This is an optimization exercise on Yosys and OpenROAD, whose aim is small area and a short achievable clock period, not a production implementation. Only simulation tests tie the RTL to the original design; equivalence was not proved.

==> flow/design.v, too long to show whole: its modules and the start of the top module <==
// module kb_booth_enc: 16 lines
// module kb_scaler: 476 lines
// module attack_arbiter: 140 lines
module attack_arbiter #(
  parameter int unsigned        STUN_W      = 24,
  parameter logic [STUN_W-1:0]  STUN_CYCLES = 24'd20,
  parameter int unsigned        DMG_W       = 10,
  parameter int unsigned        DMG_MAX     = 999
) (
  input  logic             clock,
  input  logic             reset,
  input  logic [31:0]      p1_attack,
  input  logic [31:0]      p1_knockback,
  input  logic [31:0]      p2_attack,
  input  logic [31:0]      p2_knockback,
  output logic [DMG_W-1:0] p1_damage,
  output logic [DMG_W-1:0] p2_damage,
  output logic [31:0]      p1_kb_out,
  output logic             p1_kb_valid,
  output logic [31:0]      p2_kb_out,
  output logic             p2_kb_valid,
  output logic             p1_stunned,
  output logic             p2_stunned,
  output logic             clash
);
  // ...
==> flow/flow/run.sh <==
#!/bin/bash
# Layout flow: the standard synthesis and layout, with
# - the synthesized logic off the slowest paths (static timing with ideal
#   wires, flow/crit.tcl) mapped again with ABC's area mapper
#   (flow/remap.tcl; registers and adders untouched),
# - inverters around the full adders removed by flipping adder polarities
#   (flow/polarity.py; combinational only, registers untouched),
# - the port buffers made as the smallest plain buffer instead of the delay
#   buffer buffer_ports picks by default, and
# - a clock tree of smaller buffers without dummy loads.
# Each step's output goes to a log file here.
set -euo pipefail
MARGIN=$(cat flow/margin.txt)
RES="$PWD/orfs/results/${FLOW_PLATFORM}/attack_arbiter/base"
NETLIST="$RES/1_2_yosys.v"
LIB="$FLOW_HOME/platforms/${FLOW_PLATFORM}/lib/sky130_fd_sc_hd__tt_025C_1v80.lib"
bash standard.sh "$NETLIST" > synth.log 2>&1
cp "$NETLIST" standard_synth.v
STA=$(command -v sta || echo "$FLOW_HOME/../tools/install/OpenROAD/bin/sta")
YOSYS=$(command -v yosys || echo "$FLOW_HOME/../tools/install/yosys/bin/yosys")
LIB="$LIB" IN=standard_synth.v SDC="$FLOW_SDC" THRESHOLD="$(cat flow/threshold.txt)" \
  CRIT=critical_cells.txt "$STA" -exit flow/crit.tcl > crit.log 2>&1
LIB="$LIB" IN=standard_synth.v OUT="$NETLIST" SCRIPT="$PWD/flow/abc_area.script" \
  DONT_USE="$PWD/flow/abc_dont_use.txt" CRIT=critical_cells.txt \
  "$YOSYS" -c flow/remap.tcl > remap.log 2>&1
python3 flow/polarity.py "$NETLIST" > polarity.log 2>&1
bash standard.sh SETUP_SLACK_MARGIN="$MARGIN" \
  "BUFFER_PORTS_ARGS=-buffer_cell sky130_fd_sc_hd__buf_1" \
  "CTS_ARGS=-sink_clustering_enable -repair_clock_nets -dont_use_dummy_load -buf_list {sky130_fd_sc_hd__clkbuf_4 sky130_fd_sc_hd__clkbuf_8}" \
  finish > layout.log 2>&1
==> flow/flow/abc_area.script <==
strash
&get -n
&st
&dch
&nf
&put
topo
stime -c
buffer -c
upsize -c
dnsize -c
==> flow/flow/abc_dont_use.txt <==
-dont_use sky130_fd_sc_hd__probe_p_8 -dont_use sky130_fd_sc_hd__probec_p_8 -dont_use sky130_fd_sc_hd__lpflow_bleeder_1 -dont_use sky130_fd_sc_hd__lpflow_clkbufkapwr_1 -dont_use sky130_fd_sc_hd__lpflow_clkbufkapwr_16 -dont_use sky130_fd_sc_hd__lpflow_clkbufkapwr_2 -dont_use sky130_fd_sc_hd__lpflow_clkbufkapwr_4 -dont_use sky130_fd_sc_hd__lpflow_clkbufkapwr_8 -dont_use sky130_fd_sc_hd__lpflow_clkinvkapwr_1 -dont_use sky130_fd_sc_hd__lpflow_clkinvkapwr_16 -dont_use sky130_fd_sc_hd__lpflow_clkinvkapwr_2 -dont_use sky130_fd_sc_hd__lpflow_clkinvkapwr_4 -dont_use sky130_fd_sc_hd__lpflow_clkinvkapwr_8 -dont_use sky130_fd_sc_hd__lpflow_decapkapwr_12 -dont_use sky130_fd_sc_hd__lpflow_decapkapwr_3 -dont_use sky130_fd_sc_hd__lpflow_decapkapwr_4 -dont_use sky130_fd_sc_hd__lpflow_decapkapwr_6 -dont_use sky130_fd_sc_hd__lpflow_decapkapwr_8 -dont_use sky130_fd_sc_hd__lpflow_inputiso0n_1 -dont_use sky130_fd_sc_hd__lpflow_inputiso0p_1 -dont_use sky130_fd_sc_hd__lpflow_inputiso1n_1 -dont_use sky130_fd_sc_hd__lpflow_inputiso1p_1 -dont_use sky130_fd_sc_hd__lpflow_inputisolatch_1 -dont_use sky130_fd_sc_hd__lpflow_isobufsrc_1 -dont_use sky130_fd_sc_hd__lpflow_isobufsrc_16 -dont_use sky130_fd_sc_hd__lpflow_isobufsrc_2 -dont_use sky130_fd_sc_hd__lpflow_isobufsrc_4 -dont_use sky130_fd_sc_hd__lpflow_isobufsrc_8 -dont_use sky130_fd_sc_hd__lpflow_isobufsrckapwr_16 -dont_use sky130_fd_sc_hd__lpflow_lsbuf_lh_hl_isowell_tap_1 -dont_use sky130_fd_sc_hd__lpflow_lsbuf_lh_hl_isowell_tap_2 -dont_use sky130_fd_sc_hd__lpflow_lsbuf_lh_hl_isowell_tap_4 -dont_use sky130_fd_sc_hd__lpflow_lsbuf_lh_isowell_4 -dont_use sky130_fd_sc_hd__lpflow_lsbuf_lh_isowell_tap_1 -dont_use sky130_fd_sc_hd__lpflow_lsbuf_lh_isowell_tap_2 -dont_use sky130_fd_sc_hd__lpflow_lsbuf_lh_isowell_tap_4 
==> flow/flow/crit.tcl <==
# List the cells on paths slower than the threshold (ideal wires): they keep
# their mapping; the rest of the logic is mapped again for area.
read_liberty $::env(LIB)
read_verilog $::env(IN)
link_design attack_arbiter
read_sdc $::env(SDC)
set thr $::env(THRESHOLD)
set f [open $::env(CRIT) w]
set n 0
foreach inst [get_cells *] {
  set worst 1e9
  foreach pin [get_pins -of_objects $inst -filter "direction == output"] {
    set s [get_property $pin slack_max]
    if {$s ne "" && $s ne "INF" && $s < $worst} { set worst $s }
  }
  if {$worst < $thr} {
    puts $f [get_full_name $inst]
    incr n
  }
}
close $f
puts "critical cells: $n"
==> flow/flow/margin.txt <==
7.3
==> flow/flow/polarity.py <==
#!/usr/bin/env python3
"""Remove inverters around full adders in a flat Yosys netlist.

A full adder is self-dual: FA(~a, ~b, ~c) = (~sum, ~cout). Synthesis often
leaves inverters between adder outputs and adder inputs; flipping an adder
(feeding it the complements of its inputs and complementing its outputs)
removes such inverters when that needs fewer inverters than it adds. Also
drops inverter pairs (inv feeding inv). Registers and ports are untouched.

Usage: polarity.py NETLIST.v   (rewrites the file in place, prints a summary)
"""
import re
import sys

INV = re.compile(r"sky130_fd_sc_hd__(clk)?inv_\d+$")
FA = re.compile(r"sky130_fd_sc_hd__fa_\d+$")
OUTPINS = {"X", "Y", "Q", "Q_N", "SUM", "COUT", "HI", "LO"}

path = sys.argv[1]
text = open(path).read()

m_end = text.rindex("endmodule")
first = re.search(r"^\s+sky130_fd_sc_hd__\w+\s", text, re.M)
assert first, "no cells"
header = text[: first.start()]
body = text[first.start(): m_end]
assert "assign" not in body, "assign statements not supported"

cell_re = re.compile(r"\s*(sky130_fd_sc_hd__\w+)\s+(\S+)\s*\((.*?)\);", re.S)
pin_re = re.compile(r"\.(\w+)\(\s*((?:\\\S+\s)|[^()\s]+)\s*\)")

cells = {}          # name -> [type, {pin: net}]
order = []
pos = 0
for m in cell_re.finditer(body):
    assert body[pos: m.start()].strip() == "", body[pos: m.start()][:200]
    pos = m.end()
    typ, name, pins = m.group(1), m.group(2), m.group(3)
    pm = {}
    for p, n in pin_re.findall(pins):
        pm[p] = n.strip()
    cells[name] = [typ, pm]
    order.append(name)
assert body[pos:].strip() == "", body[pos:][:200]

ports = set()
for m in re.finditer(r"^\s*(input|output)\s+(\[\d+:\d+\]\s+)?(\S+);", header, re.M):
    rng, n = m.group(2), m.group(3)
    if rng:
        hi, lo = map(int, re.findall(r"\d+", rng))
        for i in range(min(hi, lo), max(hi, lo) + 1):
            ports.add(f"{n}[{i}]")
    ports.add(n)

driver = {}
loads = {}


def rebuild():
    driver.clear()
    loads.clear()
    for name, (typ, pm) in cells.items():
        for p, n in pm.items():
            if p in OUTPINS:
                driver[n] = (name, p)
            else:
                loads.setdefault(n, set()).add((name, p))


rebuild()
is_inv = lambda c: c in cells and INV.match(cells[c][0]) is not None
is_fa = lambda c: c in cells and FA.match(cells[c][0]) is not None
newid = [0]
new_nets = []


def fresh_net():
    newid[0] += 1
    n = f"_pol{newid[0]}_"
    new_nets.append(n)
    return n


def fresh_cell():
    newid[0] += 1
    return f"_polc{newid[0]}_"


def connect(cell, pin, net):
    old = cells[cell][1].get(pin)
    if old is not None:
        if pin in OUTPINS:
            if driver.get(old) == (cell, pin):
                del driver[old]
        else:
            loads[old].discard((cell, pin))
    cells[cell][1][pin] = net
    if pin in OUTPINS:
        driver[net] = (cell, pin)
    else:
        loads.setdefault(net, set()).add((cell, pin))


def remove_cell(cell):
    for p, n in cells[cell][1].items():
        if p in OUTPINS:
            if driver.get(n) == (cell, p):
                del driver[n]
        else:
            loads[n].discard((cell, p))
    del cells[cell]


def add_inv(a, y):
    c = fresh_cell()
    cells[c] = ["sky130_fd_sc_hd__inv_1", {}]
    connect(c, "A", a)
    connect(c, "Y", y)
    return c


def inv_of(net):
    """An existing inverter whose input is net, if any."""
    for c, p in loads.get(net, ()):
        if p == "A" and is_inv(c):
            return c
    return None


def gain(f):
    """Inverters saved by flipping adder f (negative: more needed); None if
    the flip is not handled."""
    pm = cells[f][1]
    g = 0
    ins = [pm["A"], pm["B"], pm["CIN"]]
    for n in set(ins):
        d = driver.get(n)
        if d and is_inv(d[0]):
            others = [x for x in loads.get(n, ()) if x[0] != f]
            if not others and n not in ports:
                g += 1
        elif inv_of(n) is None:
            g -= 1
    for p in ("SUM", "COUT"):
        s = pm.get(p)
        if s is None:
            continue
        ext = 0
        invs = 0
        plain = s in ports
        for c, q in loads.get(s, ()):
            if q == "A" and is_inv(c):
                invs += 1
                if cells[c][1]["Y"] in ports:
                    ext += 1
            else:
                plain = True
        if ext > 1:
            return None
        g += invs
        if plain:
            g -= 1
    return g


def flip(f):
    pm = cells[f][1]
    for p in ("A", "B", "CIN"):
        n = pm[p]
        d = driver.get(n)
        if d and is_inv(d[0]):
            inv = d[0]
            connect(f, p, cells[inv][1]["A"])
            if not loads.get(n) and n not in ports:
                remove_cell(inv)
        else:
            j = inv_of(n)
            if j is None:
                y = fresh_net()
                add_inv(n, y)
                connect(f, p, y)
            else:
                connect(f, p, cells[j][1]["Y"])
    for p in ("SUM", "COUT"):
        s = pm.get(p)
        if s is None:
            continue
        inv_loads = [c for c, q in list(loads.get(s, ())) if q == "A" and is_inv(c)]
        plain = s in ports or any(not (q == "A" and is_inv(c)) for c, q in loads.get(s, ()))
        target = None
        for c in inv_loads:
            if cells[c][1]["Y"] in ports:
                target = cells[c][1]["Y"]
        if target is None:
            target = fresh_net()
        connect(f, p, target)
        for c in inv_loads:
            y = cells[c][1]["Y"]
            remove_cell(c)
            if y != target:
                for lc, lp in list(loads.get(y, ())):
                    connect(lc, lp, target)
        if plain:
            add_inv(target, s)


def count_inv():
    return sum(1 for c in cells if is_inv(c))


before = count_inv()
flips = 0
changed = True
rounds = 0
while changed and rounds < 20:
    changed = False
    rounds += 1
    for f in [c for c in list(cells) if is_fa(c)]:
        g = gain(f)
        if g is not None and g > 0:
            flip(f)
            flips += 1
            changed = True

# inverter pairs: loads of inv(inv(x)) take x
pairs = 0
for j in [c for c in list(cells) if is_inv(c)]:
    if j not in cells:
        continue
    a, y = cells[j][1]["A"], cells[j][1]["Y"]
    d = driver.get(a)
    if not d or not is_inv(d[0]) or y in ports:
        continue
    x = cells[d[0]][1]["A"]
    for lc, lp in list(loads.get(y, ())):
        connect(lc, lp, x)
    remove_cell(j)
    pairs += 1
    if not loads.get(a) and a not in ports:
        remove_cell(d[0])

# unused inverters
for c in [c for c in list(cells) if is_inv(c)]:
    y = cells[c][1]["Y"]
    if not loads.get(y) and y not in ports:
        remove_cell(c)

after = count_inv()


def fmt(n):
    return n + " " if n.startswith("\\") else n


out = [header.rstrip("\n")]
for n in new_nets:
    out.append(f"  wire {n};")
for name in order + [c for c in cells if c not in set(order)]:
    if name not in cells:
        continue
    typ, pm = cells[name]
    pins = ",\n".join(f"    .{p}({fmt(n)})" for p, n in pm.items())
    out.append(f"  {typ} {fmt(name)} (\n{pins}\n  );")
out.append("endmodule\n")
open(path, "w").write("\n".join(out))
print(f"polarity: {flips} adder flips, {pairs} inverter pairs; inverters {before} -> {after}")
==> flow/flow/remap.tcl <==
# Re-map the synthesized netlist's combinational cells with ABC's area mapper
# (&nf), except the cells listed in CRIT (those on the slowest paths).
# Registers, full and half adders and tie cells stay as they are, with their
# instance names; only the other logic between them is mapped again.
# Environment: LIB (liberty), IN and OUT (netlists), SCRIPT (ABC script),
# DONT_USE (file with the -dont_use arguments of the standard synthesis),
# CRIT (file with the names of the cells to keep).
yosys read_liberty -ignore_miss_func $::env(LIB)
yosys read_verilog -defer $::env(IN)
yosys hierarchy -top attack_arbiter
yosys setattr -mod -set keep_hierarchy 1 sky130_fd_sc_hd__fa_* sky130_fd_sc_hd__ha_* sky130_fd_sc_hd__*df* sky130_fd_sc_hd__conb_*
set f [open $::env(CRIT)]
set names [split [string trim [read $f]] "\n"]
close $f
set sel {}
foreach n $names { lappend sel "attack_arbiter/$n" }
if {[llength $sel]} { yosys setattr -set keep_hierarchy 1 {*}$sel }
yosys flatten
yosys opt_clean
set f [open $::env(DONT_USE)]
set dont_use [string trim [read $f]]
close $f
yosys abc -script $::env(SCRIPT) -liberty $::env(LIB) {*}$dont_use
yosys rename -hide w:*.*
yosys opt_clean -purge
yosys splitnets
yosys opt_clean -purge
yosys insbuf -buf sky130_fd_sc_hd__buf_1 A X
yosys blackbox sky130_fd_sc_hd__*
yosys stat -liberty $::env(LIB)
yosys write_verilog -noattr -noexpr -nohex -nodec $::env(OUT)
==> flow/flow/threshold.txt <==
8.0
==> flow/standard.sh <==
#!/bin/bash
# synth_recipe.tcl (not shown) runs the flow's synth.tcl, then flattens the netlist and writes it again
# the make line also repeats each setting of config.mk as NAME=value (left out here)
make -C /OpenROAD-flow-scripts/flow DESIGN_CONFIG=/design/flow/config.mk WORK_HOME=/design/flow/orfs CLKGATE_MAP_FILE= SYNTH_SCRIPT=/design/flow/synth_recipe.tcl "${@:-finish}"
==> flow/config.mk <==
export PLATFORM = sky130hd
export DESIGN_NAME = attack_arbiter
export DESIGN_NICKNAME = attack_arbiter
export VERILOG_FILES = /design/flow/design.v
export SDC_FILE = /design/flow/constraint.sdc
export NUM_CORES = 4
export LEC_CHECK = 0
export ABC_AREA = 1
export CAP_MARGIN = 20
export CORE_MARGIN = 2
export CORE_UTILIZATION = 55
export SLEW_MARGIN = 20
==> flow/constraint.sdc <==
create_clock -name core_clock -period 12.0 [get_ports {clock}]
set_input_delay 2.4000 -clock core_clock [delete_from_list [all_inputs] [get_ports {clock}]]
set_output_delay 2.4000 -clock core_clock [all_outputs]
set_load 0.01 [all_outputs]
==> impl_metrics.prom, run 1 <==
# TYPE chip_impl_metric gauge
chip_impl_info{name="outcome",value="finished clean"} 1
chip_impl_info{name="hold_start",value="p2KbValid"} 1
chip_impl_metric{name="final.hold.worst_slack",unit="ps"} 423
chip_impl_metric{name="grt_util_all_layers",unit="%"} 33.1
chip_impl_metric{name="post_synthesis_instance_total",unit=""} 2265
chip_impl_metric{name="area_share_nonclk_buffers",unit="%"} 7.36
chip_impl_metric{name="finalSetupViolCount",unit=""} 0
chip_impl_metric{name="ff2ff_path_depth",unit=""} 19
chip_impl_metric{name="stdcell_area",unit="mm^2"} 0.0200
chip_impl_metric{name="fmax",unit="MHz"} 215
chip_impl_metric{name="drt_iter0_markers",unit=""} 1225
chip_impl_info{name="timing.critical_path.to_type",value="flip-flop"} 1
chip_impl_info{name="largest_class",value="multi-input combinational cells"} 1
chip_impl_metric{name="postRouteWirelength",unit="um"} 54700
chip_impl_metric{name="multiInputCombCellCount",unit=""} 1720
chip_impl_info{name="whs_endpoint",value="eval"} 1
chip_impl_metric{name="multi_input_comb_area",unit="mm^2"} 0.0131
chip_impl_metric{name="critical_path.max_stage_delay",unit="ps"} 560
chip_impl_metric{name="floorplan.core_area",unit="mm^2"} 0.0306
chip_impl_metric{name="final-seq-area",unit="mm^2"} 0.00361
chip_impl_metric{name="clock_sink_count",unit=""} 162
chip_impl_metric{name="fraction_of_area_in_multi_input_gates",unit="%"} 65.4
chip_impl_metric{name="post-place-cells",unit=""} 2756
chip_impl_metric{name="first_global_vias",unit=""} 16600
chip_impl_metric{name="routed_vias",unit=""} 16700
==> run 2: changes to the inputs <==
==> flow/flow/margin.txt (replaced) <==
7.1
==> flow/flow/threshold.txt (replaced) <==
7.85
==> impl_metrics.prom, run 2 <==
# TYPE chip_impl_metric gauge
chip_impl_info{name="outcome",value="finished clean"} 1
chip_impl_metric{name="maximum_fanout_along_the_worst_path",unit=""} 32
chip_impl_info{name="cts.root.buffer_cell",value="clkbuf_8"} 1
chip_impl_metric{name="critical_path_arrival",unit="ps"} 5120
chip_impl_info{name="timing.critical_path.to_type",value="flip-flop"} 1
chip_impl_info{name="worst_hold_path_type",value="flip-flop to flip-flop"} 1
chip_impl_metric{name="placementRows",unit=""} 64
chip_impl_metric{name="finalCoreUtilization",unit="%"} 64.0
chip_impl_metric{name="grt_antenna_before_repair",unit=""} 0
chip_impl_metric{name="port-buffer-count",unit=""} 178
chip_impl_metric{name="floorplan.core_area",unit="mm^2"} 0.0305
chip_impl_metric{name="cts.path.max_buffers",unit=""} 2
chip_impl_info{name="cts_tree",value="yes"} 1
chip_impl_info{name="rsz0062_at_grt",value="true"} 1
chip_impl_metric{name="finalWeightedCongestion",unit=""} 0.909
chip_impl_metric{name="cts-hold-fix-buffers",unit=""} 0
chip_impl_metric{name="grt_util_all_layers",unit="%"} 32.7
chip_impl_info{name="hold_start",value="p1KbValid"} 1
chip_impl_metric{name="clk_transition_reported_paths",unit="ps"} 110
chip_impl_metric{name="ff2ff_path_depth",unit=""} 21
chip_impl_metric{name="critical_path_required",unit="ps"} 12420
chip_impl_metric{name="synth_nets",unit=""} 2508
chip_impl_metric{name="fill_cells",unit=""} 2796
chip_impl_metric{name="vias_per_cell",unit=""} 5.95
chip_impl_metric{name="timing.setup.tns",unit="ps"} 0
chip_impl_metric{name="routed_vias",unit=""} 16400
chip_impl_metric{name="hold_depth",unit=""} 1
chip_impl_metric{name="final_hold_viols",unit=""} 0
chip_impl_info{name="worstSetupStartpoint",value="opFactor[7]"} 1
chip_impl_metric{name="postRouteAntennaNets",unit=""} 0
chip_impl_metric{name="finalNonFillerCells",unit=""} 2755
chip_impl_metric{name="die_x",unit="um"} 180
chip_impl_metric{name="final.hold.worst_slack",unit="ps"} 425
chip_impl_metric{name="dp.final_hpwl",unit="um"} 37800
chip_impl_metric{name="post_drt_wl_per_cell",unit="um"} 19.5
chip_impl_metric{name="drc_errors",unit=""} 0
chip_impl_metric{name="htreeDepth",unit=""} 4
chip_impl_metric{name="yosys_warnings",unit=""} 1
chip_impl_metric{name="detailedRoute.firstPassIterationCount",unit=""} 7
chip_impl_metric{name="fmax",unit="MHz"} 212
chip_impl_metric{name="tritoncts.num_buffers",unit=""} 17
chip_impl_metric{name="finClkSkew",unit="ps"} 37.6
chip_impl_metric{name="die_height",unit="um"} 180
chip_impl_metric{name="grt_max_degree",unit=""} 76
chip_impl_metric{name="slew_violations",unit=""} 0
chip_impl_info{name="layout.cells.most_common",value="inv_1"} 1
chip_impl_metric{name="netlist_area",unit="mm^2"} 0.0170
chip_impl_metric{name="postRouteWirelength",unit="um"} 53700
chip_impl_metric{name="grt_pass1_wl",unit="um"} 84900
chip_impl_metric{name="post-place-cells",unit=""} 2684
chip_impl_metric{name="clock_sink_count",unit=""} 162
chip_impl_info{name="critical_path_class",value="flip-flop to flip-flop"} 1
chip_impl_info{name="most-common-layout-cells",value="inv_1 (253), nand2_1 (234), nor2_1 (188)"} 1
chip_impl_metric{name="finalSetupViolCount",unit=""} 0
chip_impl_metric{name="layout_min_cycle_time",unit="ps"} 4710
chip_impl_metric{name="drv_cap",unit=""} 0
chip_impl_metric{name="drt_iter0_markers",unit=""} 1215
chip_impl_info{name="worstReg2RegStart",value="opFactor[7]"} 1
chip_impl_metric{name="post_synthesis_instance_total",unit=""} 2162
chip_impl_metric{name="timing.max_slew.rel_slack",unit="%"} 37.9
chip_impl_metric{name="globalRoute.totalOverflow",unit=""} 0
chip_impl_metric{name="initial_core_util",unit="%"} 55.6
chip_impl_info{name="largest_registers",value="p1KbOut: 40 flops, p2KbOut: 40 flops, atkKb: 32 flops"} 1
chip_impl_metric{name="die_area",unit="mm^2"} 0.0322
chip_impl_metric{name="nets",unit=""} 2706
chip_impl_metric{name="insertion_delay",unit="ps"} 510
chip_impl_metric{name="first_global_vias",unit=""} 16400
chip_impl_info{name="start_kind",value="flip-flop"} 1
chip_impl_metric{name="post-route-period-util",unit="%"} 39.2
chip_impl_metric{name="drive_gt1_share",unit="%"} 12.2
chip_impl_metric{name="post_synth.cell_area_avg",unit="um^2"} 7.84
chip_impl_metric{name="worst_pin_slew",unit="ps"} 926
chip_impl_metric{name="ios",unit=""} 219
chip_impl_metric{name="flow.area_growth_from_synthesis",unit="%"} 15.1
==> run 2: cell count changes in the layout (fill, tap and decap cells not counted), sizes merged, moves of 7 or more <==
| cell | before | now |
|---|---|---|
| mux2 | 2 | 33 |
| nand2 | 355 | 257 |
| o21ai | 103 | 94 |
| inv | 279 | 272 |
| o22a | 12 | 0 |
| a22oi | 0 | 9 |
==> run 2: critical path, stage by stage, from the launching register on <==
cell,delay [ps]
dfxtp_4,400
inv_2,100
ha_4,340
clkinv_1,140
buf_8,210
o22ai_1,220
xor2_1,110
fa_1,440
fa_1,560
fa_1,430
ha_2,350
a21o_1,220
a31oi_1,190
o21ai_0,140
a21oi_2,180
inv_1,60
nand2_1,80
nand2_1,60
nand2_1,100
nand3_1,90
o211ai_1,130
inv_1,50
==> run 2: worst paths after layout <==
kind	endpoint	slack [ps]
hold reg to reg	eval	430
hold / removal	eval	430
setup / recovery	p1KbOut[16]	7290
setup reg to reg	p1KbOut[16]	7290
==> run 2: layer usage <==
metal  GRT usage [%]  share of wire, %
met3            6.36               6.9
met5               0                 0
met1            38.4                39
met2            57.3                50
met4            15.8               4.6
==> run 2: layout make-up <==
type                    instances  area [um^2]  area share [%]
repair inverters                1         7.51          0.0385
inverters                     278         1080            5.53
multi-input cells            1650        12700            64.9
repair buffers                250         1430            7.35
diodes                          1         2.50          0.0128
flip-flops and latches        162         3600            18.5
well taps                     396          495            2.54
clock buffers                  17          234            1.20
==> run 2: per-stage QoR <==
| stage | setup slack (ps) | instance area, um^2 |
|---|---|---|
| 2_1_floorplan | 7240 | 17000 |
| 3_3_place_gp | 6360 | 18000 |
| 3_5_place_dp | 6250 | 18000 |
| 4_1_cts | 7100 | 18700 |
| 5_1_grt | 7070 | 19500 |
| 6_report | 7290 | 19500 |
==> run 2: timing repair <==
action | in CTS | in global routing
pin swaps | 2 | 24
gates resized for setup | 70 | 118
setup endpoints to repair | 100 | 99
setup buffers | 7 | 40
cloned | 4 | 2
==> run 3: changes to the inputs <==
==> flow/flow/threshold.txt (replaced) <==
8.0
==> impl_metrics.prom, run 3 <==
# TYPE chip_impl_metric gauge
chip_impl_info{name="worst_hold_path_type",value="flip-flop to flip-flop"} 1
chip_impl_metric{name="layout_min_cycle_time",unit="ps"} 4740
chip_impl_metric{name="timing.setup.tns",unit="ps"} 0
chip_impl_metric{name="nets",unit=""} 2768
chip_impl_metric{name="clock_sink_count",unit=""} 162
chip_impl_metric{name="grt_pass1_wl",unit="um"} 83200
chip_impl_metric{name="postRouteWirelength",unit="um"} 53200
chip_impl_metric{name="postRouteAntennaNets",unit=""} 0
chip_impl_metric{name="netlist_area",unit="mm^2"} 0.0171
chip_impl_metric{name="grt_util_all_layers",unit="%"} 31.7
chip_impl_metric{name="insertion_delay",unit="ps"} 490
chip_impl_metric{name="finalNonFillerCells",unit=""} 2816
chip_impl_metric{name="place_ws",unit="ps"} 6490
chip_impl_metric{name="tritoncts.num_buffers",unit=""} 17
chip_impl_info{name="largest_registers",value="p1KbOut: 40 flops, p2KbOut: 40 flops, atkKb: 32 flops"} 1
chip_impl_metric{name="worst_pin_slew",unit="ps"} 1020
chip_impl_metric{name="slew_violations",unit=""} 0
chip_impl_metric{name="maximum_fanout_along_the_worst_path",unit=""} 32
chip_impl_info{name="layout.cells.most_common",value="nand2_1"} 1
chip_impl_metric{name="synth_nets",unit=""} 2611
chip_impl_metric{name="drt_iter0_markers",unit=""} 1018
chip_impl_metric{name="die_height",unit="um"} 180
chip_impl_metric{name="initial_core_util",unit="%"} 56.0
chip_impl_metric{name="die_area",unit="mm^2"} 0.0325
chip_impl_metric{name="die_x",unit="um"} 180
chip_impl_metric{name="post_synth.cell_area_avg",unit="um^2"} 7.56
chip_impl_metric{name="critical_path_arrival",unit="ps"} 5180
chip_impl_metric{name="clk_transition_reported_paths",unit="ps"} 90
chip_impl_metric{name="detailedRoute.firstPassIterationCount",unit=""} 8
chip_impl_metric{name="post_drt_wl_per_cell",unit="um"} 18.9
chip_impl_metric{name="grt_antenna_before_repair",unit=""} 0
chip_impl_metric{name="antennaDiodeCount",unit=""} 0
chip_impl_metric{name="first_global_vias",unit=""} 16000
chip_impl_metric{name="drv_cap",unit=""} 0
chip_impl_metric{name="htreeDepth",unit=""} 4
chip_impl_metric{name="cts.path.max_buffers",unit=""} 2
chip_impl_metric{name="fill_cells",unit=""} 2852
chip_impl_metric{name="finalWeightedCongestion",unit=""} 0.917
chip_impl_metric{name="routed_vias",unit=""} 16600
chip_impl_metric{name="post_synthesis_instance_total",unit=""} 2265
chip_impl_metric{name="final.hold.worst_slack",unit="ps"} 406
chip_impl_info{name="most-common-layout-cells",value="nand2_1 (333), inv_1 (262), nor2_1 (188)"} 1
chip_impl_metric{name="globalRoute.totalOverflow",unit=""} 0
chip_impl_metric{name="critical_path_required",unit="ps"} 12450
chip_impl_info{name="cts_tree",value="yes"} 1
chip_impl_metric{name="flow.area_growth_from_synthesis",unit="%"} 13.9
chip_impl_metric{name="post-route-period-util",unit="%"} 39.5
chip_impl_info{name="critical_path_class",value="flip-flop to flip-flop"} 1
chip_impl_info{name="cts.root.buffer_cell",value="clkbuf_8"} 1
chip_impl_metric{name="post-place-cells",unit=""} 2757
chip_impl_metric{name="dp.final_hpwl",unit="um"} 37600
chip_impl_metric{name="yosys_warnings",unit=""} 1
chip_impl_metric{name="timing.max_slew.rel_slack",unit="%"} 31.5
chip_impl_metric{name="setup_ws_post_layout",unit="ps"} 7260
chip_impl_info{name="timing.critical_path.to_type",value="flip-flop"} 1
chip_impl_metric{name="final_hold_viols",unit=""} 0
chip_impl_metric{name="fmax",unit="MHz"} 211
chip_impl_metric{name="finalSetupViolCount",unit=""} 0
chip_impl_metric{name="grt_max_degree",unit=""} 75
chip_impl_info{name="outcome",value="finished clean"} 1
chip_impl_metric{name="floorplan.core_area",unit="mm^2"} 0.0306
chip_impl_metric{name="drc_errors",unit=""} 0
chip_impl_metric{name="ios",unit=""} 219
chip_impl_info{name="rsz0062_at_grt",value="true"} 1
chip_impl_metric{name="finalCoreUtilization",unit="%"} 63.7
chip_impl_metric{name="port-buffer-count",unit=""} 178
chip_impl_info{name="start_kind",value="flip-flop"} 1
chip_impl_metric{name="finClkSkew",unit="ps"} 25.8
chip_impl_metric{name="drive_gt1_share",unit="%"} 10.0
chip_impl_metric{name="placementRows",unit=""} 64
chip_impl_metric{name="vias_per_cell",unit=""} 5.88
[run 3: repair_timing]
action / CTS / global route
buffers inserted: 4 / 29
resized for setup: 58 / 126
hold buffers: 0 / 0
gates cloned: 3 / 6
endpoints found under the setup margin: 88 / 129
pin swaps: 2 / 20
[run 3: final timing paths]
check	startpoint	to	slack, ps	cells past startpoint
setup / recovery	opFactor[7]	p2KbOut[39]	7260	19
hold / removal	p1KbValid	eval	410	1
setup reg to reg	opFactor[7]	p2KbOut[39]	7260	19
hold reg to reg	p1KbValid	eval	410	1
[run 3: through the flow]
stage | area, um^2
6_report | 19500
3_5_place_dp | 18100
3_3_place_gp | 18100
4_1_cts | 18700
5_1_grt | 19500
2_1_floorplan | 17100
[run 3: metal layers]
metal	up-vias	GRT usage [%]	wire [um]	share of wire [%]
met5	-	0	0	0
met4	0	10.7	1730	3.3
met3	117	5.56	3930	7.4
met2	666	55.9	26100	49
met1	7841	39.1	21400	40
li1	7926	-	-	-
[run 3: area by class of cell]
cell class	instances	area [um^2]	share of cell area, %
Multi-Input combinational cell	1719	12700	65.0
Sequential cell	162	3600	18.5
Timing Repair Buffer	237	1380	7.10
Inverter	284	1110	5.67
Tap cell	396	495	2.54
Clock buffer	17	234	1.20
Timing Repair inverter	1	7.51	0.0385
[run 3: worst max-delay path: stages, from the launching register on]
cell and delay, ps:
dfxtp_4 380, clkinvlp_4 150, ha_4 290, clkinv_2 100, buf_8 250, o22ai_1 130
xor2_1 190, fa_1 450, fa_1 500, fa_1 520, ha_2 320, a21oi_2 160
o21ai_0 130, a21oi_1 240, nand3_2 130, a21o_1 180, or2_2 300, nand3_1 130
nand2_1 70, inv_1 50

==> port drivers added, routing unchanged <==
In the flow no input, the clock included, has a driving cell. The finished layouts below were timed again as built, in two steps. Step 1: set_driving_cell puts a clkbuf_16 on clock and a buf_2 on each other input, an assumption about the parent block. Step 2 adds t to the input delays and takes it off the output delays; t is the mean of the earliest and latest rising clock arrival at the registers after step 1. Input paths then give back, and output paths get back, about the clock's delay inside the block. Slacks: ideal ports / drivers / drivers and shift; pairs: ideal ports / drivers.
run | t (ns) | setup slack, ns | clock arrival spread, ns
run 1 | 0.524 | 7.356 / 7.356 / 6.983 | 0.039 / 0.039
run 2 | 0.537 | 7.294 / 7.283 / 6.927 | 0.042 / 0.042
run 3 | 0.528 | 7.265 / 7.226 / 6.898 | 0.026 / 0.026
After both steps setup and hold are still met in every run listed. For run 1, which loses most, drivers alone change the setup slack by 0.000 ns; drivers and shift together by -0.373 ns.
